This design comes from an exercise in tuning for small area on the open sky130 flow, not from production work. Where RTL was checked, it was by simulation tests only, not by an equivalence proof against the original. No functional check of the RTL was part of runs 2 to 5. Power and IR drop assume default switching activity.

File: flow/flow/run.sh
#!/bin/bash
# Standard ORFS layout with changes that only affect cell area:
#  - synthesis maps logic with an area-oriented ABC script and without the
#    adder-cell extraction (same registers, same names and cell types);
#  - port buffers are the smallest buffer;
#  - a lighter clock tree (no dummy loads, small clusters of clkbuf_4).
set -o pipefail
cp -r "$FLOW_HOME/scripts" ./scripts_area
printf 'strash\n&get -n\n&deepsyn -T 30\n&put\ndch -f\nmap -a\ntopo\n' > scripts_area/abc_speed.script
export BUFFER_PORTS_ARGS="-buffer_cell sky130_fd_sc_hd__buf_1"
export CTS_ARGS="-sink_clustering_enable -repair_clock_nets -dont_use_dummy_load -buf_list {sky130_fd_sc_hd__clkbuf_4} -sink_clustering_size 10 -sink_clustering_max_diameter 40"
export REMOVE_ABC_BUFFERS=1
SCRIPTS_DIR=$PWD/scripts_area ADDER_MAP_FILE= bash standard.sh synth > synth.log 2>&1 || exit 1
bash standard.sh > layout.log 2>&1
File: flow/design.v
`timescale 1ns/1ps
package keypad_pkg;
    typedef enum logic {
        PAGE_NUMBERS,
        PAGE_FUNCTIONS
    } page_t;
    typedef enum logic [2:0] {
        NAV_NONE,
        NAV_UP,
        NAV_DOWN,
        NAV_LEFT,
        NAV_RIGHT,
        NAV_SELECT
    } nav_cmd_t;
    typedef enum logic [4:0] {
        KEY_0, KEY_1, KEY_2, KEY_3, KEY_4,
        KEY_5, KEY_6, KEY_7, KEY_8, KEY_9,
        KEY_DOT, KEY_POW, KEY_SQRT,
        KEY_DIV, KEY_MUL, KEY_SUB, KEY_ADD,
        KEY_CLEAR, KEY_DELETE, KEY_EQUALS,
        KEY_SIN, KEY_COS, KEY_TAN,
        KEY_LPAREN, KEY_RPAREN, KEY_FACT,
        KEY_LN, KEY_PI, KEY_E
    } key_t;
    typedef struct packed {
        page_t                page;
        logic [3-1:0]    row;
        logic [3-1:0]    col;
    } selection_t;
    typedef struct packed {
        logic                 valid;
        key_t                 key;
    } key_event_t;
    typedef struct packed {
        logic [2:0][8-1:0]            chars;
        logic [1:0]                         count;
    } spelling_t;
    typedef struct packed {
        logic [32-1:0][8-1:0] chars;
        logic [6-1:0]                   len;
    } expression_t;
endpackage
`timescale 1ns/1ps
module kp_char_dec
(
    input  logic [5:0] c,
    output logic [7:0] a
);
    logic b7;
    assign b7 = !c[5] && c[1] && (c[4] == c[3]);
    assign a  = {b7, c[5] | b7, !(c[5] && c[4] && c[2] && c[1]), c[4], c[3:0]};
endmodule
module kp_nav
(
    input  logic       clk,
    input  logic       reset,
    input  logic [4:0] btn,
    output logic       page,
    output logic [1:0] row,
    output logic [2:0] col,
    output logic       kv       
);
    localparam logic [2:0] C_NONE = 3'd0, C_UP = 3'd1, C_DOWN = 3'd2,
                           C_LEFT = 3'd3, C_RIGHT = 3'd4, C_SEL = 3'd5;
    logic [4:0] btn_prev;
    logic [4:0] pressed;
    logic [2:0] cmd;
    assign pressed = ~btn & btn_prev;
    always_ff @(posedge clk) begin
        if (reset) begin
            btn_prev <= '1;
            cmd      <= C_NONE;
        end else begin
            btn_prev <= btn;
            if (pressed[1])      cmd <= C_UP;
            else if (pressed[4]) cmd <= C_DOWN;
            else if (pressed[2]) cmd <= C_LEFT;
            else if (pressed[3]) cmd <= C_RIGHT;
            else if (pressed[0]) cmd <= C_SEL;
            else                 cmd <= C_NONE;
        end
    end
    logic [1:0] row_up, row_dn;
    logic [2:0] col_lt, col_rt;
    logic       row_last, col_last;
    always_comb begin
        case (row)
            2'd0: begin row_up = 2'd0; row_dn = 2'd1; end
            2'd1: begin row_up = 2'd0; row_dn = 2'd2; end
            2'd2: begin row_up = 2'd1; row_dn = 2'd3; end
            default: begin row_up = 2'd2; row_dn = 2'bxx; end
        endcase
        case (col)
            3'd0: begin col_lt = 3'd0; col_rt = 3'd1; end
            3'd1: begin col_lt = 3'd0; col_rt = 3'd2; end
            3'd2: begin col_lt = 3'd1; col_rt = 3'd3; end
            3'd3: begin col_lt = 3'd2; col_rt = 3'd4; end
            3'd4: begin col_lt = 3'd3; col_rt = 3'bxxx; end
            default: begin col_lt = 3'bxxx; col_rt = 3'bxxx; end
        endcase
        row_last = page ? (row == 2'd2) : (row == 2'd3);
        col_last = page ? (col == 3'd2) : (col == 3'd4);
    end
    always_ff @(posedge clk) begin
        if (reset) begin
            page <= 1'b0;
            row  <= '0;
            col  <= '0;
            kv   <= 1'b0;
        end else begin
            kv <= (cmd == C_SEL);
            case (cmd)
                C_UP:   row <= row_up;
                C_DOWN: if (!row_last) row <= row_dn;
                C_LEFT: begin
                    if (page && col == 0) begin
                        page <= 1'b0;
                        row  <= '0;
                        col  <= 3'd4;
                    end else col <= col_lt;
                end
                C_RIGHT: begin
                    if (!page && col_last) begin
                        page <= 1'b1;
                        row  <= '0;
                        col  <= '0;
                    end else if (!col_last) col <= col_rt;
                end
                default: ;
            endcase
        end
    end
endmodule
module kp_keys
(
    input  logic       page,
    input  logic [1:0] row,
    input  logic [2:0] col,
    input  logic [1:0] lpos,     
    output logic [3:0][5:0] lane,
    output logic [1:0] n,        
    output logic       k_op,
    output logic       k_eq,
    output logic       k_clr,
    output logic       k_del
);
    function automatic logic [5:0] enc(input logic [7:0] a);
        enc = {a[6] ^ a[7], a[4], a[3:0]};
    endfunction
    logic [5:0] c0, c1, c2;
    always_comb begin
        c0 = 'x; c1 = 'x; c2 = 'x; n = 2'd1;
        k_op = 1'b0; k_eq = 1'b0; k_clr = 1'b0; k_del = 1'b0;
        if (!page) begin
            case ({row, col})
                5'o00: c0 = enc("7");
                5'o01: c0 = enc("8");
                5'o02: c0 = enc("9");
                5'o03: begin k_op = 1'b1; n = 2'd0; end
                5'o04: begin k_clr = 1'b1; n = 2'd0; end
                5'o10: c0 = enc("4");
                5'o11: c0 = enc("5");
                5'o12: c0 = enc("6");
                5'o13: begin k_op = 1'b1; n = 2'd0; end
                5'o14: begin k_del = 1'b1; n = 2'd0; end
                5'o20: c0 = enc("1");
                5'o21: c0 = enc("2");
                5'o22: c0 = enc("3");
                5'o23: begin k_op = 1'b1; n = 2'd0; end
                5'o24: begin k_op = 1'b1; n = 2'd0; end
                5'o30: c0 = enc("0");
                5'o31: c0 = enc(".");
                5'o32: c0 = enc("^");
                5'o33: c0 = enc(8'hFB);
                5'o34: begin k_eq = 1'b1; n = 2'd0; end
                default: begin n = 2'bxx;
                    k_op = 1'bx; k_eq = 1'bx; k_clr = 1'bx; k_del = 1'bx; end
            endcase
        end else begin
            case ({row, col})
                5'o00: begin c0 = enc("s"); c1 = enc("i"); c2 = enc("n"); n = 2'd3; end
                5'o01: begin c0 = enc("c"); c1 = enc("o"); c2 = enc("s"); n = 2'd3; end
                5'o02: begin c0 = enc("t"); c1 = enc("a"); c2 = enc("n"); n = 2'd3; end
                5'o10: c0 = enc("(");
                5'o11: c0 = enc(")");
                5'o12: c0 = enc("!");
                5'o20: begin c0 = enc("l"); c1 = enc("n"); n = 2'd2; end
                5'o21: c0 = enc(8'hE3);
                5'o22: c0 = enc("e");
                default: begin n = 2'bxx;
                    k_op = 1'bx; k_eq = 1'bx; k_clr = 1'bx; k_del = 1'bx; end
            endcase
        end
    end
    always_comb begin
        for (int m = 0; m < 4; m++) begin
            case (2'(m - lpos))
                2'd0: lane[m] = c0;
                2'd1: lane[m] = c1;
                2'd2: lane[m] = c2;
                default: lane[m] = 'x;
            endcase
        end
    end
endmodule
module kp_editor
(
    input  logic       clk,
    input  logic       reset,
    input  logic       kv,
    input  logic [1:0] row,
    input  logic [2:0] col,
    input  logic [1:0] n,
    input  logic       k_op,
    input  logic       k_eq,
    input  logic       k_clr,
    input  logic       k_del,
    input  logic [3:0][5:0] lane,
    output logic [4:0] len,
    output logic [30:0][5:0] chars,
    output logic       expr_valid,
    output logic       expr_complete
);
    function automatic logic [5:0] enc(input logic [7:0] a);
        enc = {a[6] ^ a[7], a[4], a[3:0]};
    endfunction
    logic [1:0] op;         
    logic [5:0] opc;
    logic       fits, append;
    logic [7:0] qhot;       
    logic [3:0] wa;         
    logic [1:0] wb;         
    logic [30:0] we;        
    assign fits   = !(&len[4:2]) || (n <= ~len[1:0]);
    assign append = kv && !k_op && !k_eq && !k_clr && !k_del && fits;
    always_comb begin
        for (int q = 0; q < 8; q++) qhot[q] = (len[4:2] == 3'(q));
        for (int m = 0; m < 4; m++)
            wa[m] = append && (m >= len[1:0]) && (3'(m) < {1'b0, len[1:0]} + {1'b0, n});
        wb[0] = append && ((len[1:0] == 2'd3 && n >= 2'd2) || (len[1:0] == 2'd2 && n == 2'd3));
        wb[1] = append && (len[1:0] == 2'd3 && n == 2'd3);
        for (int i = 0; i < 31; i++)
            we[i] = (qhot[i / 4] && wa[i % 4]) || (i >= 4 && i % 4 < 2 && qhot[(i / 4 + 7) % 8] && wb[i % 4 % 2]);
    end
    always_comb begin
        case (op)
            2'd0: opc = enc("/");
            2'd1: opc = enc("*");
            2'd2: opc = enc("-");
            default: opc = enc("+");
        endcase
    end
    logic [4:0] len_dec, len_add;
    logic [4:1] cy, bw;
    always_comb begin
        bw[1] = !len[0];
        for (int b = 2; b < 5; b++) bw[b] = bw[b-1] && !len[b-1];
        len_dec[0] = !len[0];
        for (int b = 1; b < 5; b++) len_dec[b] = len[b] ^ bw[b];
        len_add[0] = len[0] ^ n[0];
        cy[1] = len[0] && n[0];
        len_add[1] = len[1] ^ n[1] ^ cy[1];
        cy[2] = (len[1] && n[1]) || (cy[1] && (len[1] || n[1]));
        for (int b = 3; b < 5; b++) cy[b] = cy[b-1] && len[b-1];
        for (int b = 2; b < 5; b++) len_add[b] = len[b] ^ cy[b];
    end
    always_ff @(posedge clk) begin
        if (reset) begin
            len           <= '0;
            expr_valid    <= 1'b0;
            expr_complete <= 1'b0;
        end else begin
            expr_valid    <= kv && k_op && (len != 0);
            expr_complete <= kv && k_eq && (len != 0);
            if (expr_valid)    len <= 5'd1;
            if (expr_complete) len <= 5'd0;
            if (kv) begin
                if (k_clr) len <= '0;
                if (k_del && len != 0) len <= len_dec;
                if (append) len <= len_add;
            end
        end
    end
    always_ff @(posedge clk) begin
        if (kv && k_op) op <= {row == 2'd2, col[2] | (row == 2'd1)};
    end
    always_ff @(posedge clk) begin
        if (expr_valid) chars[0] <= opc;
        else if (we[0]) chars[0] <= lane[0];
        for (int i = 1; i < 31; i++)
            if (we[i]) chars[i] <= lane[i % 4];
    end
endmodule
module keypad_top
(
    input  logic        clk,
    input  logic        reset,
    input  logic [4:0]  btn,             
    output logic [6:0]  selection,
    output logic [261:0] expr_out,
    output logic        expr_valid,
    output logic        expr_complete
);
    logic       page, kv;
    logic [1:0] row, n;
    logic [2:0] col;
    logic       k_op, k_eq, k_clr, k_del;
    logic [3:0][5:0] lane;
    logic [4:0] len;
    logic [30:0][5:0] chars;
    kp_nav nav_i (
        .clk (clk), .reset (reset), .btn (btn),
        .page (page), .row (row), .col (col), .kv (kv)
    );
    kp_keys keys_i (
        .page (page), .row (row), .col (col), .lpos (len[1:0]),
        .lane (lane), .n (n),
        .k_op (k_op), .k_eq (k_eq), .k_clr (k_clr), .k_del (k_del)
    );
    kp_editor editor_i (
        .clk (clk), .reset (reset), .kv (kv), .row (row), .col (col), .n (n),
        .k_op (k_op), .k_eq (k_eq), .k_clr (k_clr), .k_del (k_del),
        .lane (lane), .len (len), .chars (chars),
        .expr_valid (expr_valid), .expr_complete (expr_complete)
    );
    assign selection = {page, 1'b0, row, col};
    assign expr_out[5:0]     = {1'b0, len};
    assign expr_out[261:254] = '0;
    for (genvar i = 0; i < 31; i++) begin : g_dec
        kp_char_dec dec_i (.c (chars[i]), .a (expr_out[6 + 8*i +: 8]));
    end
endmodule
File: flow/config.mk
export PLATFORM = sky130hd
export DESIGN_NAME = keypad_top
export DESIGN_NICKNAME = keypad_top
export VERILOG_FILES = /design/flow/design.v
export SDC_FILE = /design/flow/constraint.sdc
export NUM_CORES = 4
export LEC_CHECK = 0
export CAP_MARGIN = 20
export CORE_MARGIN = 2
export CORE_UTILIZATION = 20
export GPL_TIMING_DRIVEN = 0
export SLEW_MARGIN = 20
File: flow/standard.sh
#!/bin/bash
# synth_recipe.tcl (not shown) runs the flow's synth.tcl, then flattens the netlist and writes it again
# the make line also repeats each setting of config.mk as NAME=value (left out here)
make -C /OpenROAD-flow-scripts/flow DESIGN_CONFIG=/design/flow/config.mk WORK_HOME=/design/flow/orfs CLKGATE_MAP_FILE= SYNTH_SCRIPT=/design/flow/synth_recipe.tcl "${@:-finish}"
File: flow/constraint.sdc
create_clock -name core_clock -period 5.0 [get_ports {clk}]
set_input_delay 1.0000 -clock core_clock [delete_from_list [all_inputs] [get_ports {clk}]]
set_output_delay 1.0000 -clock core_clock [all_outputs]
set_load 0.01 [all_outputs]
==> flow_summary.toml, run 1 <==
[critical_path]
end_kind = "flop"
r2r-start = "nav_i.row[1]$_SDFFE_PP0P_"
path_class = "reg -> reg"
reg2reg_setup_slack_ns = 0.44
rr_endpoint = "editor_i.chars[59]$_DFFE_PP_"
critPathArrivalTime_ns = 4.86
cp-start-kind = "flop"
cp_data_required_time_ns = 5.30
path_max_fanout = 8
rr_worst_depth = 18

[floorplan]
fp-row-count = 81
fp.dieW_um = 227
chipHeight_um = 227
io_pins = 278
die_area_um2 = 51400
core_um2 = 49000
start_util_pct = 20.3

[sta]
post-route-period-util_pct = 91.2
period_needed_ns = 4.56
worst_pin_slew_ns = 1.15
setup_viol = 0
hold_violations = 0
setup-tns-final_ns = 0
slew_viol_final = 0
relSlewSlack_pct = 23.5
max_freq_mhz = 219
setup_ws_ns = 0.442
rsz0062_at_grt = "no"
clock_skew_ns = 0.0633

[cts]
clk_latency_ns = 0.69
cts_tree = "built"
htree_num_levels = 2
cts.repair.resized = 0
post_cts_buffers = 0
cts_root_buffer = "clkbuf_4"
cts.clk_slew.worst_paths_ns = 0.08
cts-buffers-inserted = 36
cts_hold_buf = 0
ctsLongestPathBuffers = 3
clock-sinks = 210

[final_layout]
area_delta_synth_final_pct = 7.09
drive_above_1_share_pct = 4.74
layout.nets = 1043
fill_cells = 5336

[global_route]
grtUsageMet3_pct = 3.64
use_met1_pct = 11.4
grt_pass1_vias = 6083
antenna_found_initial = 3
grt_busiest_layer = "met2"
grt-ovfl-total = 0
grt_use_met2_pct = 16.6
grt_max_degree = 17
grt_pass1_wl_um = 37000
track_usage_pct = 9.97

[yosys]
syn-cell-area_um2 = 9920
synth_cells = 917
ys_seq_elements = 210
ys_warn_count = 3
synth.area.top_cells = "edfxtp_1, buf_4, nand2_1, nor2_1, dfxtp_1"
syn_area_per_cell_um2 = 10.8
ys_types = 28
yosysTopAreaCellShare_pct = 56.9
yosysTopAreaCell = "edfxtp_1"
synth-seq-area-share_pct = 61.3

[power]
power_density_nw_per_um2 = 277
leakage_nw = 3.28
max-vdd-ir-drop_mv = 0.0973
power_w = 0.00294

[worst_hold_path]
holdPathStages = 2
hp-class = "reg -> reg"
hold_end = "nav_i.cmd[0]$_SDFF_PP0_"
min-delay-start = "nav_i.btn_prev[1]$_SDFF_PP1_"

[placed_design]
gp_congestion = 0.904
pre_cts_ws_ns = 0.586
numPortBuffers = 267
dp_hpwl_um = 20600

[run_status]
outcome = "no timing/DRC/antenna violations"

[job]
max-cap-violations = 0

[route]
drc = 0
wl_um = 26800
drt_pass1_iterations = 5
drt-wirelength-per-cell_um = 15.7
via_per_inst = 3.89
vias = 6621
ant_nets = 0
drt-initial-drc-count = 424
[worst max-delay path by stage]
stage | startpoint | to | slack, ns | cells past startpoint
after floorplan | editor_i.len[1]$_SDFF_PP0_ | editor_i.chars[54]$_DFFE_PP_ | 1.73 | 14
after global placement | nav_i.row[1]$_SDFFE_PP0P_ | editor_i.chars[56]$_DFFE_PP_ | 0.66 | 18
after detailed placement | nav_i.row[1]$_SDFFE_PP0P_ | editor_i.chars[57]$_DFFE_PP_ | 0.59 | 18
after CTS | nav_i.row[1]$_SDFFE_PP0P_ | editor_i.chars[59]$_DFFE_PP_ | 0.53 | 18
after global routing | editor_i.len[1]$_SDFF_PP0_ | editor_i.chars[59]$_DFFE_PP_ | 0.07 | 14
final | nav_i.row[1]$_SDFFE_PP0P_ | editor_i.chars[59]$_DFFE_PP_ | 0.44 | 18
[sequential cells by signal (all words and copies together) (netlist names)]
signal	cells
editor_i.chars	186
editor_i.len	5
nav_i.btn_prev	5
nav_i.cmd	3
nav_i.col	3
editor_i.op	2
nav_i.row	2
editor_i.expr_complete	1
editor_i.expr_valid	1
nav_i.kv	1
nav_i.page	1
[cells in the mapped netlist]
library cell  instances
buf_4               197
edfxtp_1            188
nand2_1             124
nor2_1              120
clkinv_1             92
nand4_1              32
a21oi_1              31
xnor2_1              31
o21ai_0              26
dfxtp_1              22
nor3_1               14
o22ai_1               7
nand3_1               6
a31oi_1               4
or2_2                 4
a22oi_1               3
o21bai_1              3
nor4_1                2
o21a_1                2
a211oi_1              1
a311oi_1              1
conb_1                1
nor3b_1               1
o2111ai_1             1
o211ai_1              1
o221a_2               1
o31ai_1               1
o41ai_1               1
[stage by stage]
stage | utilization (%) | cell area [um^2] | hold slack, ns | std cells
after global placement | 21.1 | 10300 | 0.472 | 1660
final | 21.7 | 10600 | 0.473 | 1700
after CTS | 21.7 | 10600 | 0.476 | 1698
after floorplan | - | 8480 | 0.444 | 729
after global routing | 21.7 | 10600 | 0.495 | 1700
after detailed placement | 21.1 | 10300 | 0.468 | 1662
[cell type report]
type	count	area, um^2	share of cell area (%)
flip-flops and latches	210	6090	57.3
inverters	92	345	3.25
well taps	664	831	7.82
repair buffers	269	1020	9.57
multi-input cells	427	2070	19.5
diodes	2	5.00	0.0471
clock buffers	36	270	2.54
[worst max-delay path: stages (launching register included)]
cell,delay [ns]
dfxtp_1,0.54
clkinv_1,0.32
nor2_1,0.21
clkinv_1,0.13
nand2_1,0.10
nand2_1,0.08
a21oi_1,0.21
nor2_1,0.07
clkinv_1,0.06
or2_2,0.12
nand2_1,0.14
a31oi_1,0.27
clkinv_1,0.16
nor2_1,0.33
clkinv_1,0.15
nor2_1,0.17
clkinv_1,0.17
nor2_1,0.63
nor3_1,0.33
[placed cells by master, fill, tap and decap left out, types with 2 or more instances in the layout]
cell type,synthesis,routed
clkbuf_4,0,36
o21bai_1,3,2
clkinv_1,92,92
nor4_1,2,2
xnor2_1,31,31
nand2_1,124,124
buf_1,0,267
o21ai_1,0,9
o21ai_0,26,17
a22oi_1,3,3
a21oi_1,31,28
dfxtp_1,22,22
a21oi_2,0,3
buf_4,197,2
nand4_1,32,32
conb_1,1,10
o22ai_1,7,7
nor3_1,14,13
nand3_1,6,6
a31oi_1,4,4
diode_2,0,2
or2_2,4,4
nor2_1,120,120
edfxtp_1,188,188
o21a_1,2,2
[logic make-up (layout without fill, tap and decap cells)]
logic type             after synthesis  count (layout)  synth area share (%)
AND/OR/NAND/NOR                    303             303                  12.7
other                                1              12                0.0378
XOR/XNOR                            31              31                  2.74
flip-flops                         210             210                  61.3
buffers and inverters              289             397                  18.4
AO/OA/AOI/OAI                       83              83                  4.78
[metal layers]
layer	routed length (um)	vias to the layer above
met2	12700	282
met3	2480	53
met4	838	0
met5	0	-
met1	10700	3169
li1	-	3117
[power by group]
group	internal, W	total (W)	leakage (nW)	switching (W)
Clock	0.000329	0.000895	0.166	0.000566
Combinational	0.0000231	0.000118	1.24	0.0000947
Sequential	0.00192	0.00192	1.88	0.00000688
==> run 2: changes to the inputs <==
--- a/flow/design.v
+++ b/flow/design.v
@@ -60,8 +60,8 @@
     output logic [2:0] col,
     output logic       kv       
 );
-    localparam logic [2:0] C_NONE = 3'd0, C_UP = 3'd1, C_DOWN = 3'd2,
-                           C_LEFT = 3'd3, C_RIGHT = 3'd4, C_SEL = 3'd5;
+    localparam logic [2:0] C_NONE = 3'b000, C_UP = 3'b100, C_DOWN = 3'b101,
+                           C_LEFT = 3'b110, C_RIGHT = 3'b111, C_SEL = 3'b001;
     logic [4:0] btn_prev;
     logic [4:0] pressed;
     logic [2:0] cmd;
--- a/flow/flow/run.sh
+++ b/flow/flow/run.sh
@@ -6,7 +6,7 @@
 #  - a lighter clock tree (no dummy loads, small clusters of clkbuf_4).
 set -o pipefail
 cp -r "$FLOW_HOME/scripts" ./scripts_area
-printf 'strash\n&get -n\n&deepsyn -T 30\n&put\ndch -f\nmap -a\ntopo\n' > scripts_area/abc_speed.script
+printf 'strash\n&get -n\n&deepsyn -T 120\n&nf -R 1000 -p\n&put\ntopo\n' > scripts_area/abc_speed.script
 export BUFFER_PORTS_ARGS="-buffer_cell sky130_fd_sc_hd__buf_1"
 export CTS_ARGS="-sink_clustering_enable -repair_clock_nets -dont_use_dummy_load -buf_list {sky130_fd_sc_hd__clkbuf_4} -sink_clustering_size 10 -sink_clustering_max_diameter 40"
 export REMOVE_ABC_BUFFERS=1
==> run 2 against run 1 <==
Net effect: flip-flop and latch count stayed put; sequential power hardly changed; first-iteration DRC count is 3.8% lower; final cell count is 5.7% lower; critical path depth is 9 lower; via count is 5.8% lower; critical path type unchanged; largest power group unchanged.
==> flow_summary.toml, run 2 <==
[run_status]
outcome = "no timing/DRC/antenna violations"

[cts]
cts.repair.resized = 0
post_cts_buffers = 0
ctsLongestPathBuffers = 3
cts-buffers-inserted = 38
htree_num_levels = 2
cts_tree = "built"
cts.clk_slew.worst_paths_ns = 0.08
cts_root_buffer = "clkbuf_4"
clk_latency_ns = 0.71
cts_hold_buf = 0
clock-sinks = 210

[sta]
worst_pin_slew_ns = 1.01
post-route-period-util_pct = 67.7
setup_ws_ns = 1.62
setup_viol = 0
setup-tns-final_ns = 0
finalHoldWorstSlack_ns = 0.493
hold_violations = 0
clock_skew_ns = 0.0924
max_freq_mhz = 295
relSlewSlack_pct = 32.5
period_needed_ns = 3.38
slew_viol_final = 0
rsz0062_at_grt = "no"

[critical_path]
critical_path.most_common_cell = "nand2_1"
path_max_fanout = 12
path_class = "reg -> reg"
rr_worst_depth = 9
path_delay_family = "simple AND/OR/NAND/NOR gates"
cp_data_required_time_ns = 5.28
end_kind = "flop"
cpMaxStageDelayCell = "o22ai_1"
critPathBufInv = 0
cp.depth = 9
crit_end = "editor_i.chars[102]$_DFFE_PP_"
reg2reg_setup_slack_ns = 1.62
rr_endpoint = "editor_i.chars[102]$_DFFE_PP_"
cp-start-kind = "flop"
crit_chain = "nor2_1, nand2_1, nand3_1, nand2_1, o21ai_0, and2_0, nand2_1, or2_0, o22ai_1"
cp-startpoint = "nav_i.row[0]$_SDFFE_PP0P_"
critPathArrivalTime_ns = 3.66
slowest_delay_ns = 0.63
r2r-start = "nav_i.row[0]$_SDFFE_PP0P_"

[placed_design]
gp_congestion = 0.851
numPortBuffers = 267
dp_hpwl_um = 19400
pre_cts_ws_ns = 1.64

[floorplan]
core_um2 = 48700
die_area_um2 = 50900
fp-row-count = 81
chipHeight_um = 226
start_util_pct = 20.2
fp.dieW_um = 226
io_pins = 278

[route]
via_per_inst = 3.89
ant_nets = 0
drt-wirelength-per-cell_um = 16.0
drc = 0
wl_um = 25600
vias = 6238
drt_pass1_iterations = 5
drt-initial-drc-count = 408

[yosys]
ys_top_cells_by_count = "buf_4, edfxtp_1, nor2_1"
synth.area.top_cells = "edfxtp_1, buf_4, dfxtp_1, nor2_1, xnor2_1"
synth_cells = 818
ys_seq_elements = 210
yosysTopAreaCellShare_pct = 57.4
synthFlopType = "edfxtp_1"
synth-seq-area-share_pct = 61.9
synth_edf_count = 188
ys_warn_count = 3
synthMostInstantiatedCell = "buf_4"
async_flop_share_pct = 0
yosysTopAreaCell = "edfxtp_1"
syn-cell-area_um2 = 9830
syn_area_per_cell_um2 = 12.0
ys_types = 45

[job]
max-cap-violations = 0

[final_layout]
drive_above_1_share_pct = 4.70
area_delta_synth_final_pct = 7.30
largest_reg_flops = 186
largest_registers = "editor_i.chars (186), editor_i.len (5), nav_i.btn_prev (5)"
mostFrequentLayoutCells = "buf_1, edfxtp_1, nor2_1, nand2_1, nand2b_1"
layout.nets = 946
fill_cells = 5237
regMostFlops = "editor_i.chars"
final_common_cell = "buf_1"

[worst_hold_path]
hp-class = "reg -> reg"

[global_route]
grt_pass1_vias = 5649
grt_pass1_wl_um = 35700
grt_max_degree = 21
track_usage_pct = 9.66
grt-ovfl-total = 0
antenna_found_initial = 7

[power]
power_density_nw_per_um2 = 284
power_w = 0.00299
leakage_nw = 3.16
max-vdd-ir-drop_mv = 0.159
-- run 2: changes by cell type after synthesis, moves of 11 or more --
cell / change
clkinv_1: -84
nand2_1: -48
nand2b_1: +41
nor2_1: -35
o21ai_0: -13
or2_0: +11
-- run 2: logic make-up after synthesis --
| group | count (synthesis) | synth area share, % |
|---|---|---|
| AO/OA/AOI/OAI | 79 | 5.26 |
| XOR/XNOR | 36 | 3.21 |
| buffers and inverters | 205 | 15.4 |
| flip-flops | 210 | 61.9 |
| multiplexers | 4 | 0.433 |
| other | 1 | 0.0382 |
| AND/OR/NAND/NOR | 283 | 13.8 |
-- run 2: worst min path at each step --
stage	endpoint	slack (ns)	depth (start not counted)	start
global placement	nav_i.kv$_SDFF_PP0_	0.44	1	nav_i.cmd[2]$_SDFF_PP0_
detailed placement	nav_i.kv$_SDFF_PP0_	0.45	1	nav_i.cmd[2]$_SDFF_PP0_
CTS	nav_i.btn_prev[0]$_SDFF_PP1_	0.46	2	btn[0]
floorplan	nav_i.kv$_SDFF_PP0_	0.40	1	nav_i.cmd[2]$_SDFF_PP0_
global route	nav_i.btn_prev[4]$_SDFF_PP1_	0.47	2	btn[4]
finish	nav_i.kv$_SDFF_PP0_	0.49	1	nav_i.cmd[2]$_SDFF_PP0_
-- run 2: layer usage --
metal,part of all wire [%],global-route usage (%),vias up
met2,48,15.7,246
li1,-,-,2929
met5,0,0,-
met3,7.9,3.43,57
met1,40,11.5,3006
met4,3.7,4.27,0
-- run 2: through the flow --
stage	std cells	utilization [%]	instance area, um^2
finish	1603	21.6	10500
global route	1603	21.6	10500
CTS	1601	21.6	10500
detailed placement	1563	21.0	10200
global placement	1561	21.0	10200
floorplan	630	-	8380
-- run 2: report_power, final --
group	total [W]	internal [W]	switching, W
Clock	0.000911	0.000346	0.000565
Sequential	0.00194	0.00193	0.0000104
Combinational	0.000140	0.0000322	0.000107
-- run 2: final cells by class --
cell class	count	area (um^2)	area share, %
diodes	2	5.00	0.0475
inverters	8	30.0	0.285
flip-flops and latches	210	6090	57.7
repair buffers	269	1020	9.65
clock buffers	38	285	2.71
multi-input cells	412	2290	21.7
well taps	664	831	7.88
==> run 3: changes to the inputs <==
--- a/flow/config.mk
+++ b/flow/config.mk
@@ -7,6 +7,7 @@
 export LEC_CHECK = 0
 export CAP_MARGIN = 20
 export CORE_MARGIN = 2
-export CORE_UTILIZATION = 20
+export CORE_UTILIZATION = 25
 export GPL_TIMING_DRIVEN = 0
+export PLACE_DENSITY = 0.8
 export SLEW_MARGIN = 20
==> run 3 against run 2 <==
Net effect: clock power decreased by 13%; area after synthesis unchanged; final cell count shrank 9.8%; via count down 0.67%; flip-flop and latch count unchanged; non-clock buffer count shrank 1; cell area decreased by 2.5%; synthesized cell count unchanged; die area fell by 20%.
==> flow_summary.toml, run 3 <==
[yosys]
synthFlopType = "edfxtp_1"
async_flop_share_pct = 0
yosysTopAreaCell = "edfxtp_1"
synth_edf_count = 188
ys_top_cells_by_count = "buf_4, edfxtp_1, nor2_1"
synth-seq-area-share_pct = 61.9
ys_warn_count = 3
ys_types = 45
ys_seq_elements = 210
synth_cells = 818
syn-cell-area_um2 = 9830
synthMostInstantiatedCell = "buf_4"
synth.area.top_cells = "edfxtp_1, buf_4, dfxtp_1, nor2_1, xnor2_1"
syn_area_per_cell_um2 = 12.0
yosysTopAreaCellShare_pct = 57.4

[sta]
rsz0062_at_grt = "no"
hold_violations = 0
period_needed_ns = 3.43
max_freq_mhz = 292
post-route-period-util_pct = 68.5
worst_pin_slew_ns = 1.26
setup-tns-final_ns = 0
setup_ws_ns = 1.57
setup_viol = 0
slew_viol_final = 0
clock_skew_ns = 0.0511
relSlewSlack_pct = 15.0

[critical_path]
cpMaxStageDelayCell = "o22ai_1"
crit_end = "editor_i.chars[102]$_DFFE_PP_"
crit_chain = "nor2b_1, nand2_1, nand3_1, nand2_1, o21ai_0, and2_0, nand2_1, or2_0, o22ai_1"
rr_endpoint = "editor_i.chars[102]$_DFFE_PP_"
cp-start-kind = "flop"
critPathArrivalTime_ns = 3.73
rr_worst_depth = 9
critPathBufInv = 0
reg2reg_setup_slack_ns = 1.57
path_delay_family = "simple AND/OR/NAND/NOR gates"
end_kind = "flop"
critical_path.most_common_cell = "nand2_1"
path_class = "reg -> reg"
r2r-start = "nav_i.row[1]$_SDFFE_PP0P_"
cp_data_required_time_ns = 5.31
path_max_fanout = 12
cp-startpoint = "nav_i.row[1]$_SDFFE_PP0P_"
slowest_delay_ns = 0.73
cp.depth = 9

[floorplan]
chipHeight_um = 202
core_um2 = 38700
fp.dieW_um = 202
die_area_um2 = 40900
io_pins = 278
start_util_pct = 25.4
fp-row-count = 72

[route]
drt-initial-drc-count = 601
vias = 6196
drt-wirelength-per-cell_um = 16.9
drc = 0
ant_nets = 0
via_per_inst = 4.28
wl_um = 24400
drt_pass1_iterations = 5

[final_layout]
largest_registers = "editor_i.chars (186), editor_i.len (5), nav_i.btn_prev (5)"
layout.nets = 937
fill_cells = 4046
fin_util_pct = 26.5
area_delta_synth_final_pct = 4.58
final_common_cell = "buf_1"
regMostFlops = "editor_i.chars"
insertedDiodeCount = 0
drive_above_1_share_pct = 3.56
instances_no_fill = 1446
mostFrequentLayoutCells = "buf_1, edfxtp_1, nor2_1, nand2_1, nand2b_1"
largest_reg_flops = 186

[cts]
clock-sinks = 210
cts.clk_slew.worst_paths_ns = 0.08
cts_root_buffer = "clkbuf_4"
post_cts_buffers = 0
cts.repair.resized = 0
cts_tree = "built"
cts-buffers-inserted = 30
clk_latency_ns = 0.70
htree_num_levels = 1
cts_hold_buf = 0
ctsLongestPathBuffers = 3

[worst_hold_path]
hp-class = "reg -> reg"
min-delay-start = "nav_i.cmd[2]$_SDFF_PP0_"

[power]
power_density_nw_per_um2 = 279
power_w = 0.00287
leakage_nw = 3.12
max-vdd-ir-drop_mv = 0.180

[global_route]
track_usage_pct = 11.3
grt_pass1_vias = 5815
grt_max_degree = 21
grt_pass1_wl_um = 35000
grt-ovfl-total = 0
antenna_found_initial = 1

[placed_design]
dp.cells = 1416
numPortBuffers = 267
gp_congestion = 0.907
dp_hpwl_um = 18400
pre_cts_ws_ns = 1.70

[job]
max-cap-violations = 0

[run_status]
outcome = "no timing/DRC/antenna violations"
[run 3: worst min-delay path by stage]
stage | end | cells past startpoint
3_5_place_dp | nav_i.kv$_SDFF_PP0_ | 1
2_1_floorplan | nav_i.kv$_SDFF_PP0_ | 1
3_3_place_gp | nav_i.kv$_SDFF_PP0_ | 1
6_report | nav_i.kv$_SDFF_PP0_ | 1
4_1_cts | nav_i.btn_prev[1]$_SDFF_PP1_ | 2
5_1_grt | nav_i.btn_prev[0]$_SDFF_PP1_ | 2
[run 3: layer usage]
layer  wire (um)  global-route usage, %  part of all wire [%]  vias up
li1            -                      -                     -     2895
met1        9950                   13.8                    41     2947
met2       11700                   19.1                    48      298
met3        1890                   3.43                   7.7       54
met4         823                   3.65                   3.4        2
met5          13                      0                 0.053        -
[run 3: power by group]
part	internal, W	switching, W
logic	0.0000305	0.000103
registers	0.00193	0.0000103
clock network	0.000273	0.000519
[run 3: stage by stage]
step | cell area [um^2] | hold WS, ns
floorplan | 8380 | 0.403
global placement | 10000 | 0.438
detailed placement | 10000 | 0.439
CTS | 10300 | 0.455
global route | 10300 | 0.499
finish | 10300 | 0.477
[run 3: logic make-up (layout without fill, tap and decap cells)]
group / count (synthesis) / count (layout) / synth area share, %
AOI/OAI and AO/OA: 79 / 79 / 5.26
xor gates and xnor gates: 36 / 36 / 3.21
buffers and inverters: 205 / 306 / 15.4
DFF: 210 / 210 / 61.9
muxes: 4 / 4 / 0.433
other: 1 / 10 / 0.0382
and+or+nand+nor: 283 / 283 / 13.8
[run 3: area by class of cell]
cell class                 count  area [um^2]  share of cell area (%)
sequential                   210         6090                    59.2
inverter                       8         30.0                   0.292
multi-input combinational    412         2280                    22.2
timing repair buffer         268         1010                    9.82
tap                          518          648                    6.31
clock buffer                  30          225                    2.19
==> run 4: changes to the inputs <==
--- a/flow/config.mk
+++ b/flow/config.mk
@@ -9,5 +9,5 @@
 export CORE_MARGIN = 2
 export CORE_UTILIZATION = 25
 export GPL_TIMING_DRIVEN = 0
-export PLACE_DENSITY = 0.8
+export PLACE_DENSITY = 0.95
 export SLEW_MARGIN = 20
==> run 4 against run 3 <==
Net effect: critical endpoint is now editor_i.chars[106]$_DFFE_PP_; still clean on timing, DRC and antenna; total power increased by 4.3%; critical path type unchanged; cell area increased by 0.75%; sequential power about the same; core utilization increased by 0.20 points; register-to-register slack improved by 0.08 ns; non-clock buffer count increased by 5; largest cell class unchanged; global-route usage increased by 1.0 points; final cell count increased by 0.76%.
==> flow_summary.toml, run 4 <==
[final_layout]
regMostFlops = "editor_i.chars"
largest_reg_flops = 186
fill_cells = 4010
largest_registers = "editor_i.chars (186), editor_i.len (5), nav_i.btn_prev (5)"
regArea_um2 = 6090
final_common_cell = "buf_1"
layout.nets = 948
instances_no_fill = 1457
insertedDiodeCount = 0
multiInputGateArea_um2 = 2280
area_delta_synth_final_pct = 5.37
drive_above_1_share_pct = 4.69
mostFrequentLayoutCells = "buf_1, edfxtp_1, nor2_1, nand2_1, nand2b_1"

[cts]
cts.repair.resized = 0
cts_root_buffer = "clkbuf_4"
htree_num_levels = 2
ctsLongestPathBuffers = 3
clk_latency_ns = 0.70
clock-sinks = 210
cts_tree = "built"
post_cts_buffers = 0
cts-buffers-inserted = 36
cts_hold_buf = 0
cts.clk_slew.worst_paths_ns = 0.09

[power]
comb_power_share_pct = 5.0
p_sw_w = 0.000695
max-vdd-ir-drop_mv = 0.126
power.share.switching_pct = 23.3
leakage_nw = 3.17
p_seq_share_pct = 64.9
p_int_w = 0.00229
power_density_nw_per_um2 = 289
clkPwrFrac_pct = 30.1

[sta]
post-route-period-util_pct = 67.0
period_needed_ns = 3.35
setup-tns-final_ns = 0
relSlewSlack_pct = 25.6
clock_skew_ns = 0.0818
hold_violations = 0
worst_pin_slew_ns = 1.10
max_freq_mhz = 298
slew_viol_final = 0
rsz0062_at_grt = "no"
setup_viol = 0

[route]
ant_nets = 0
drt_pass1_iterations = 6
drt-initial-drc-count = 598
drc = 0
wl_um = 26300
drt-wirelength-per-cell_um = 18.0
via_per_inst = 4.39
vias = 6403

[critical_path]
end_kind = "flop"
path_max_fanout = 12
path_class = "reg -> reg"
cp-start-kind = "flop"
critPathArrivalTime_ns = 3.72
cp_data_required_time_ns = 5.37

[global_route]
track_usage_pct = 12.3
grt_pass1_wl_um = 36900
grt_pass1_vias = 6052
grt_max_degree = 21
antenna_found_initial = 0
grt-ovfl-total = 0

[yosys]
synth-seq-area-share_pct = 61.9
ys_warn_count = 3
ys_types = 45
synthFlopType = "edfxtp_1"
synth_cells = 818
syn_area_per_cell_um2 = 12.0
ys_top_cells_by_count = "buf_4, edfxtp_1, nor2_1"
synth.area.top_cells = "edfxtp_1, buf_4, dfxtp_1, nor2_1, xnor2_1"
syn-cell-area_um2 = 9830
synth_edf_count = 188
synthMostInstantiatedCell = "buf_4"
async_flop_share_pct = 0
ys_seq_elements = 210
yosysTopAreaCell = "edfxtp_1"
yosysTopAreaCellShare_pct = 57.4

[placed_design]
dp.cells = 1420
dp_hpwl_um = 19400
gp_congestion = 0.917
numPortBuffers = 267

[floorplan]
die_area_um2 = 40900
core_um2 = 38700
fp-row-count = 72
fp.dieW_um = 202
chipHeight_um = 202
start_util_pct = 25.4
io_pins = 278

[job]
max-cap-violations = 0

[run_status]
outcome = "no timing/DRC/antenna violations"

[worst_hold_path]
hp-class = "reg -> reg"
[run 4: cell types whose count changed in the layout (fill, tap and decap cells not counted), sizes merged]
cell,delta
buf,+4
clkbuf,+7
[run 4: power by group through the flow]
| stage | sequential (W) | combinational [W] | clock, W |
|---|---|---|---|
| 4_1_cts | 0.00194 | 0.000147 | 0.000946 |
| 3_5_place_dp | 0.00198 | 0.000146 | 0 |
| 2_1_floorplan | 0.00198 | 0.0000722 | 0 |
| 3_3_place_gp | 0.00198 | 0.000139 | 0 |
| 6_report | 0.00194 | 0.000149 | 0.000899 |
| 5_1_grt | 0.00194 | 0.000161 | 0.00101 |
[run 4: final timing paths]
| kind | from | to | slack [ns] | cells past startpoint |
|---|---|---|---|---|
| worst max-delay path | nav_i.row[1]$_SDFFE_PP0P_ | editor_i.chars[106]$_DFFE_PP_ | 1.65 | 10 |
| worst min-delay path | nav_i.cmd[1]$_SDFF_PP0_ | nav_i.kv$_SDFF_PP0_ | 0.45 | 1 |
| worst max register to register | nav_i.row[1]$_SDFFE_PP0P_ | editor_i.chars[106]$_DFFE_PP_ | 1.65 | 10 |
| worst min register to register | nav_i.cmd[1]$_SDFF_PP0_ | nav_i.kv$_SDFF_PP0_ | 0.45 | 1 |
[run 4: stage by stage]
step	hold WS (ns)	power [W]	setup slack (ns)	utilization (%)	area, um^2
3_5_place_dp	0.443	0.00213	1.67	26.0	10100
6_report	0.446	0.00299	1.65	26.7	10400
4_1_cts	0.455	0.00303	1.63	26.7	10300
3_3_place_gp	0.438	0.00212	1.53	25.9	10000
2_1_floorplan	0.403	0.00205	2.44	-	8380
5_1_grt	0.465	0.00312	1.39	26.7	10400
[run 4: final cells by class]
cell class / instances / share of cell area, %
sequential: 210 / 58.8
multi-input combinational: 412 / 22.0
timing repair buffer: 273 / 10.1
tap: 518 / 6.26
clock buffer: 36 / 2.61
inverter: 8 / 0.290
[run 4: cells by family (layout without fill, tap and decap cells)]
kind of cell    after synthesis  count (layout)  synth area share [%]
flops                       210             210                  61.9
simple gates                283             283                  13.8
xor+xnor                     36              36                  3.21
other cells                   1              10                0.0382
compound gates               79              79                  5.26
buf+inv                     205             317                  15.4
mux                           4               4                 0.433
[run 4: metal layers]
layer / part of all wire (%) / vias up / wire (um) / track usage [%]
met5: 0 / - / 0 / 0
met4: 5.5 / 0 / 1450 / 8.00
met3: 7.4 / 80 / 1950 / 3.19
met2: 48 / 318 / 12700 / 20.7
met1: 39 / 3070 / 10200 / 13.9
li1: - / 2935 / - / -
[run 4: worst max-delay path: stages (launching register included)]
cell,delay [ns]
dfxtp_1,0.54
nor2b_1,0.38
nand2_1,0.18
nand3_1,0.18
nand2_1,0.07
o21ai_0,0.14
and2_0,0.28
nand2_1,0.17
or2_0,0.37
o22ai_1,0.49
buf_4,0.25
==> run 5: changes to the inputs <==
--- a/flow/config.mk
+++ b/flow/config.mk
@@ -7,7 +7,7 @@
 export LEC_CHECK = 0
 export CAP_MARGIN = 20
 export CORE_MARGIN = 2
-export CORE_UTILIZATION = 25
+export CORE_UTILIZATION = 30
 export GPL_TIMING_DRIVEN = 0
-export PLACE_DENSITY = 0.95
+export PLACE_DENSITY = 0.9
 export SLEW_MARGIN = 20
==> run 5 against run 4 <==
Net effect: hold slack better by 0.0059 ns; still clean on timing, DRC and antenna; register-to-register slack better by 0.07 ns; combinational power down 13%; sequential share of layout area up 1.1 points; critical endpoint is now editor_i.chars[102]$_DFFE_PP_; clock power down 15%; synthesized cell count unchanged; critical path type unchanged; routed wire length down 11%; first-iteration DRC count down 32%.
==> flow_summary.toml, run 5 <==
[yosys]
yosysTopAreaCellShare_pct = 57.4
async_flop_share_pct = 0
synth_cells = 818
synth-seq-area-share_pct = 61.9
synthFlopType = "edfxtp_1"
ys_seq_elements = 210
synth.area.top_cells = "edfxtp_1, buf_4, dfxtp_1, nor2_1, xnor2_1"
syn_area_per_cell_um2 = 12.0
ys_warn_count = 3
synthMostInstantiatedCell = "buf_4"
syn-cell-area_um2 = 9830
ys_top_cells_by_count = "buf_4, edfxtp_1, nor2_1"
ys_types = 45
yosysTopAreaCell = "edfxtp_1"
synth_edf_count = 188

[critical_path]
critical_path.most_common_cell = "nand2_1"
critPathArrivalTime_ns = 3.52
cp-start-kind = "flop"
reg2reg_setup_slack_ns = 1.72
cpMaxStageDelayCell = "dfxtp_1"
cp_data_required_time_ns = 5.24
path_max_fanout = 15
end_kind = "flop"
crit_chain = "clkinv_1, nand3_1, nand2_1, o21ai_0, and2_0, nand2_1, or2_0, o22ai_1"
slowest_delay_ns = 0.69
path_class = "reg -> reg"

[floorplan]
fp.dieW_um = 185
start_util_pct = 30.4
fp-row-count = 66
io_pins = 278
die_area_um2 = 34200
chipHeight_um = 185
core_um2 = 32400

[sta]
setup_viol = 0
rsz0062_at_grt = "no"
period_needed_ns = 3.28
relSlewSlack_pct = 30.2
slew_viol_final = 0
setup-tns-final_ns = 0
max_freq_mhz = 305
hold_violations = 0
clock_skew_ns = 0.0575
post-route-period-util_pct = 65.6
worst_pin_slew_ns = 1.04

[job]
max-cap-violations = 0

[final_layout]
regMostFlops = "editor_i.chars"
fill_cells = 3219
largest_reg_flops = 186
drive_above_1_share_pct = 3.34
area_delta_synth_final_pct = 3.51
largest_registers = "editor_i.chars (186), editor_i.len (5), nav_i.btn_prev (5)"
final_common_cell = "buf_1"
layout.nets = 936
mostFrequentLayoutCells = "buf_1, edfxtp_1, nor2_1, nand2_1, nand2b_1"

[cts]
clock-sinks = 210
htree_num_levels = 1
cts_root_buffer = "clkbuf_4"
cts_tree = "built"
clk_latency_ns = 0.65
cts-buffers-inserted = 29
post_cts_buffers = 0
ctsLongestPathBuffers = 3
cts.repair.resized = 0
cts_hold_buf = 0
cts.clk_slew.worst_paths_ns = 0.09

[run_status]
outcome = "no timing/DRC/antenna violations"

[route]
drt-initial-drc-count = 406
drc = 0
drt_pass1_iterations = 5
via_per_inst = 4.62
drt-wirelength-per-cell_um = 17.2
wl_um = 23500
vias = 6326
ant_nets = 0

[worst_hold_path]
hp-class = "reg -> reg"

[global_route]
grt_pass1_wl_um = 32800
antenna_found_initial = 1
grt-ovfl-total = 0
grt_pass1_vias = 5635
grt_max_degree = 21
track_usage_pct = 12.7

[power]
power_w = 0.00284
power_density_nw_per_um2 = 279
leakage_nw = 3.12
max-vdd-ir-drop_mv = 0.127

[placed_design]
numPortBuffers = 267
dp_hpwl_um = 17700
gp_congestion = 0.915
-- run 5: routing by layer --
layer	wire length [um]	share of wire, %	track usage [%]
met2	11900	51	22.4
met5	0	0	0
met3	1820	7.7	2.71
met1	8790	37	14.5
met4	983	4.2	6.25
-- run 5: area by class of cell --
cell class | instances | area, um^2 | area share, %
inverter | 8 | 30.0 | 0.295
clock buffer | 29 | 218 | 2.14
sequential | 210 | 6090 | 59.8
tap | 442 | 553 | 5.44
antenna | 1 | 2.50 | 0.0246
timing repair buffer | 268 | 1010 | 9.93
multi-input combinational | 412 | 2270 | 22.3
-- run 5: through the flow --
stage                     hold WS (ns)  setup WS [ns]  util, %  std cells  instance area, um^2
after global placement           0.435           1.86     30.7       1339                 9940
after CTS                        0.442           1.70     31.4       1368                10200
final                            0.452           1.72     31.4       1370                10200
after floorplan                  0.403           2.44        -        630                 8380
after global routing             0.455           1.41     31.4       1370                10200
after detailed placement         0.434           1.76     30.7       1339                 9940
-- run 5: cells by family (layout without fill, tap and decap cells) --
| logic type | count (synthesis) | in the layout | share of synthesized area, % |
|---|---|---|---|
| mux | 4 | 4 | 0.433 |
| flops | 210 | 210 | 61.9 |
| buf+inv | 205 | 305 | 15.4 |
| compound gates | 79 | 79 | 5.26 |
| other cells | 1 | 11 | 0.0382 |
| simple gates | 283 | 283 | 13.8 |
| xor+xnor | 36 | 36 | 3.21 |
-- run 5: worst max-delay path: cells and delay by family (launching register included) --
family / cells / cell delay (ns)
DFF: 1 / 0.69
AOI/OAI and AO/OA: 2 / 0.73
buffers and inverters: 1 / 0.36
and+or+nand+nor: 5 / 1.11
-- run 5: path summary, 6_finish.rpt --
path,start,depth (start not counted),end
setup reg to reg,editor_i.len[0]$_SDFF_PP0_,8,editor_i.chars[102]$_DFFE_PP_
hold reg to reg,nav_i.cmd[2]$_SDFF_PP0_,1,nav_i.kv$_SDFF_PP0_
setup / recovery,editor_i.len[0]$_SDFF_PP0_,8,editor_i.chars[102]$_DFFE_PP_
hold / removal,nav_i.cmd[2]$_SDFF_PP0_,1,nav_i.kv$_SDFF_PP0_
-- run 5: where the power goes --
group	internal (W)	leakage, nW	switching [W]
sequential	0.00193	1.86	0.0000102
combinational	0.0000296	1.12	0.0000995
clock	0.000264	0.133	0.000504
total	0.00222	3.12	0.000614
==> run 6: changes to the inputs <==
--- a/flow/design.v
+++ b/flow/design.v
@@ -60,8 +60,8 @@
     output logic [2:0] col,
     output logic       kv       
 );
-    localparam logic [2:0] C_NONE = 3'b000, C_UP = 3'b100, C_DOWN = 3'b101,
-                           C_LEFT = 3'b110, C_RIGHT = 3'b111, C_SEL = 3'b001;
+    localparam logic [2:0] C_NONE = 3'd0, C_UP = 3'd1, C_DOWN = 3'd2,
+                           C_LEFT = 3'd3, C_RIGHT = 3'd4, C_SEL = 3'd5;
     logic [4:0] btn_prev;
     logic [4:0] pressed;
     logic [2:0] cmd;
==> flow/flow/run.sh (replaced) <==
#!/bin/bash
# Standard ORFS layout with three changes that only affect cell area:
#  - synthesis maps logic with an area-oriented ABC script (same registers);
#  - port buffers are the smallest buffer;
#  - a lighter clock tree (no dummy loads, small clusters of clkbuf_4).
set -o pipefail
cp -r "$FLOW_HOME/scripts" ./scripts_area
printf 'strash\nifraig\nscorr\ndc2\nstrash\ndch -f\nmap -a\ntopo\n' > scripts_area/abc_speed.script
export BUFFER_PORTS_ARGS="-buffer_cell sky130_fd_sc_hd__buf_1"
export CTS_ARGS="-sink_clustering_enable -repair_clock_nets -dont_use_dummy_load -buf_list {sky130_fd_sc_hd__clkbuf_4} -sink_clustering_size 10 -sink_clustering_max_diameter 40"
export REMOVE_ABC_BUFFERS=1
SCRIPTS_DIR=$PWD/scripts_area bash standard.sh synth > synth.log 2>&1 || exit 1
bash standard.sh > layout.log 2>&1
--- a/flow/config.mk
+++ b/flow/config.mk
@@ -7,7 +7,6 @@
 export LEC_CHECK = 0
 export CAP_MARGIN = 20
 export CORE_MARGIN = 2
-export CORE_UTILIZATION = 30
+export CORE_UTILIZATION = 20
 export GPL_TIMING_DRIVEN = 0
-export PLACE_DENSITY = 0.9
 export SLEW_MARGIN = 20
==> run 6 against run 5 <==
Net effect: critical path type unchanged; largest cell class unchanged; clock-buffer cell count increased by 8; first-iteration DRC count decreased by 2.7%; global-route usage decreased by 2.2 points; still clean.
==> flow_summary.toml, run 6 <==
[floorplan]
fp.dieW_um = 230
chipHeight_um = 230
start_util_pct = 20.4
io_pins = 278
fp-row-count = 82
die_area_um2 = 53100
core_um2 = 50400

[critical_path]
end_kind = "flop"
rr_worst_depth = 15
reg2reg_setup_slack_ns = 0.48
cp_data_required_time_ns = 5.28
slowest_delay_ns = 0.75
critical_path.most_common_cell = "clkinv_1"
critPathArrivalTime_ns = 4.80
path_max_fanout = 9
rr_endpoint = "editor_i.chars[123]$_DFFE_PP_"
crit_chain = "clkinv_1, ha_1, clkinv_1, nor2_1, clkinv_1, nor2_1, a31oi_1, clkinv_1, ha_1, clkinv_1, o221ai_1, nand3_1, clkinv_1, a41oi_1, o22ai_1"
critPathBufInv = 6
cpMaxStageDelayCell = "a41oi_1"
path_class = "reg -> reg"
path_delay_family = "compound AO/OA/AOI/OAI gates"
r2r-start = "nav_i.col[1]$_SDFFE_PP0P_"
cp-start-kind = "flop"

[yosys]
async_flop_share_pct = 0
synthMostInstantiatedCell = "buf_4"
syn_area_per_cell_um2 = 11.4
ys_types = 30
yosys.area_share.simple_pct = 9.61
synth_top_family_by_area = "buffers and inverters"
yosysTopAreaCellShare_pct = 55.0
ys_seq_elements = 210
ys_warn_count = 3
synth.area.top_cells = "edfxtp_1, buf_4, dfxtp_1, clkinv_1, ha_1"
synthAdderAreaFrac_pct = 3.00
yosys.area_share.xor_xnor_pct = 0.171
synth-seq-area-share_pct = 59.3
synth_edf_count = 188
yosysTopAreaCell = "edfxtp_1"
synth_cells = 899
ys_top_cells_by_count = "buf_4, edfxtp_1, clkinv_1"
syn-cell-area_um2 = 10300
synthFlopType = "edfxtp_1"
synthMuxAreaShare_pct = 0
synth_compound_area_share_pct = 10.1

[cts]
cts_tree = "built"
htree_num_levels = 2
cts.repair.resized = 0
post_cts_buffers = 0
ctsLongestPathBuffers = 3
cts.clk_slew.worst_paths_ns = 0.08
clk_latency_ns = 0.68
cts_hold_buf = 0
clock-sinks = 210
cts-buffers-inserted = 37
cts_root_buffer = "clkbuf_4"

[power]
p_int_w = 0.00237
leakage_nw = 3.32
comb_power_share_pct = 9.3
power.share.switching_pct = 25.2
max-vdd-ir-drop_mv = 0.110
power_density_nw_per_um2 = 289
clkPwrFrac_pct = 28.3
p_seq_share_pct = 62.4
p_sw_w = 0.000799

[global_route]
grt_max_degree = 15
grt-ovfl-total = 0
grt_pass1_vias = 6459
track_usage_pct = 10.4
grt_pass1_wl_um = 41100
antenna_found_initial = 3

[sta]
hold_violations = 0
relSlewSlack_pct = 28.3
slew_viol_final = 0
period_needed_ns = 4.52
setup-tns-final_ns = 0
post-route-period-util_pct = 90.5
worst_pin_slew_ns = 1.08
max_freq_mhz = 221
clock_skew_ns = 0.0855
setup_viol = 0
rsz0062_at_grt = "no"
setup_ws_ns = 0.475

[run_status]
outcome = "no timing/DRC/antenna violations"

[route]
drt-met1-wl_um = 12700
drc = 0
ant_nets = 0
highest_layer = "met4"
drt-initial-drc-count = 395
met2_length_um = 13000
drt_pass1_iterations = 5
vias = 6872
wl_um = 28700
drt-wirelength-per-cell_um = 16.9
met3_length_um = 2460
via_per_inst = 4.06

[final_layout]
regMostFlops = "editor_i.chars"
mostFrequentLayoutCells = "buf_1, edfxtp_1, clkinv_1, nor2_1, nand2_1"
largest_reg_flops = 186
largest_registers = "editor_i.chars (186), editor_i.len (5), nav_i.btn_prev (5)"
area_delta_synth_final_pct = 7.09
fill_cells = 5400
drive_above_1_share_pct = 7.75
fin_util_pct = 21.8
layout.nets = 1052
final_common_cell = "buf_1"
multiInputGateArea_um2 = 2390
design_area_um2 = 11000
regArea_um2 = 6090

[placed_design]
placed_cell_area_um2 = 10700
pre_cts_ws_ns = 0.580
gp_congestion = 0.874
dp_hpwl_um = 21800
numPortBuffers = 267

[worst_hold_path]
hold_end = "nav_i.cmd[0]$_SDFF_PP0_"
hp-class = "reg -> reg"
min-delay-start = "nav_i.btn_prev[1]$_SDFF_PP1_"
holdPathStages = 2

[job]
max-cap-violations = 0
## run 6: cell types whose count changed after synthesis, sizes merged, moves of 10 or more
cell,change
xnor2,-34
or2,+25
nor2b,-10
ha,+23
a211oi,+32
clkinv,+84
nand2b,-41
nand2,-24
o22ai,+12
nor2,-28
o21ai,+37
## run 6: worst max-delay path by stage
| stage | slack [ns] | startpoint | to | cells past startpoint |
|---|---|---|---|---|
| 6_report | 0.48 | nav_i.col[1]$_SDFFE_PP0P_ | editor_i.chars[123]$_DFFE_PP_ | 15 |
| 5_1_grt | 0.12 | nav_i.col[1]$_SDFFE_PP0P_ | editor_i.chars[123]$_DFFE_PP_ | 15 |
| 4_1_cts | 0.55 | nav_i.col[1]$_SDFFE_PP0P_ | editor_i.chars[126]$_DFFE_PP_ | 15 |
| 3_5_place_dp | 0.58 | nav_i.col[1]$_SDFFE_PP0P_ | editor_i.chars[75]$_DFFE_PP_ | 15 |
| 3_3_place_gp | 0.66 | nav_i.col[1]$_SDFFE_PP0P_ | editor_i.chars[98]$_DFFE_PP_ | 15 |
| 2_1_floorplan | 1.51 | nav_i.col[1]$_SDFFE_PP0P_ | editor_i.chars[0]$_DFFE_PP_ | 15 |
## run 6: cells by family (layout without fill, tap and decap cells)
group,Yosys count,in the layout
buffers and inverters,289,400
DFF,210,210
and+or+nand+nor,206,206
AOI/OAI and AO/OA,167,167
adders and majority gates,24,24
xor gates and xnor gates,2,2
other,1,12
## run 6: worst min-delay path: cells and delay by family (launching register included)
kind / cells / cell delay, ns
flops: 1 / 0.30
simple gates: 1 / 0.07
compound gates: 1 / 0.07
## run 6: final cells by class
cell class	instances	area share (%)
clock buffers	37	2.53
well taps	672	7.65
multi-input cells	409	21.8
repair buffers	271	9.43
flip-flops and latches	210	55.4
diodes	2	0.0456
inverters	92	3.14
## run 6: metal layers
metal	vias to the layer above	global-route usage (%)
li1	3242	-
met1	3300	13.4
met2	292	16.5
met3	38	3.62
met4	0	3.04
met5	-	0
## run 6: power by group through the flow
| stage | sequential, W | clock (W) | combinational (W) |
|---|---|---|---|
| after global routing | 0.00198 | 0.00104 | 0.000330 |
| after global placement | 0.00202 | 0 | 0.000286 |
| after detailed placement | 0.00202 | 0 | 0.000299 |
| after CTS | 0.00198 | 0.000967 | 0.000301 |
| after floorplan | 0.00202 | 0 | 0.000147 |
| final | 0.00198 | 0.000897 | 0.000295 |
## run 6: stage by stage
stage | instances | hold WS [ns] | total power [W]
finish | 1693 | 0.456 | 0.00317
global route | 1693 | 0.464 | 0.00335
CTS | 1690 | 0.457 | 0.00325
detailed placement | 1653 | 0.468 | 0.00232
global placement | 1650 | 0.469 | 0.00231
floorplan | 711 | 0.433 | 0.00216

[separate check: timing with driven ports]
How much do the figures lean on ideal ports? The routed layouts below were timed once more, with nothing changed but the port constraints.
Step 1 (the two cells are an assumption about what drives the block):
set clk [get_ports {clk}]
set_driving_cell -lib_cell sky130_fd_sc_hd__clkbuf_16 $clk
set_driving_cell -lib_cell sky130_fd_sc_hd__buf_2 [delete_from_list [all_inputs] $clk]
Step 2, shift: input delay + t, output delay - t, t = (earliest + latest rising clock arrival at the registers) / 2. This alone moves slack from input paths to output paths.
Three values: ideal, step 1, step 2; two values: the first two.
run | t (ns) | setup WS [ns] | worst setup path at the end | latest minus earliest clock arrival (ns) | worst register clock-pin slew, ns
run 1 | 0.696 | 0.442 / 0.442 / 0.442 | register to register | 0.074 / 0.074 | 0.10 / 0.10
run 2 | 0.702 | 1.616 / 1.616 / 1.616 | register to register | 0.119 / 0.119 | 0.10 / 0.10
run 3 | 0.714 | 1.573 / 1.573 / 1.573 | register to register | 0.057 / 0.057 | 0.10 / 0.10
run 4 | 0.694 | 1.648 / 1.648 / 1.648 | register to register | 0.090 / 0.091 | 0.11 / 0.11
run 5 | 0.668 | 1.718 / 1.718 / 1.718 | register to register | 0.075 / 0.075 | 0.10 / 0.10
run 6 | 0.698 | 0.475 / 0.475 / 0.475 | register to register | 0.117 / 0.117 | 0.10 / 0.10
After both steps every run listed still meets setup and hold.
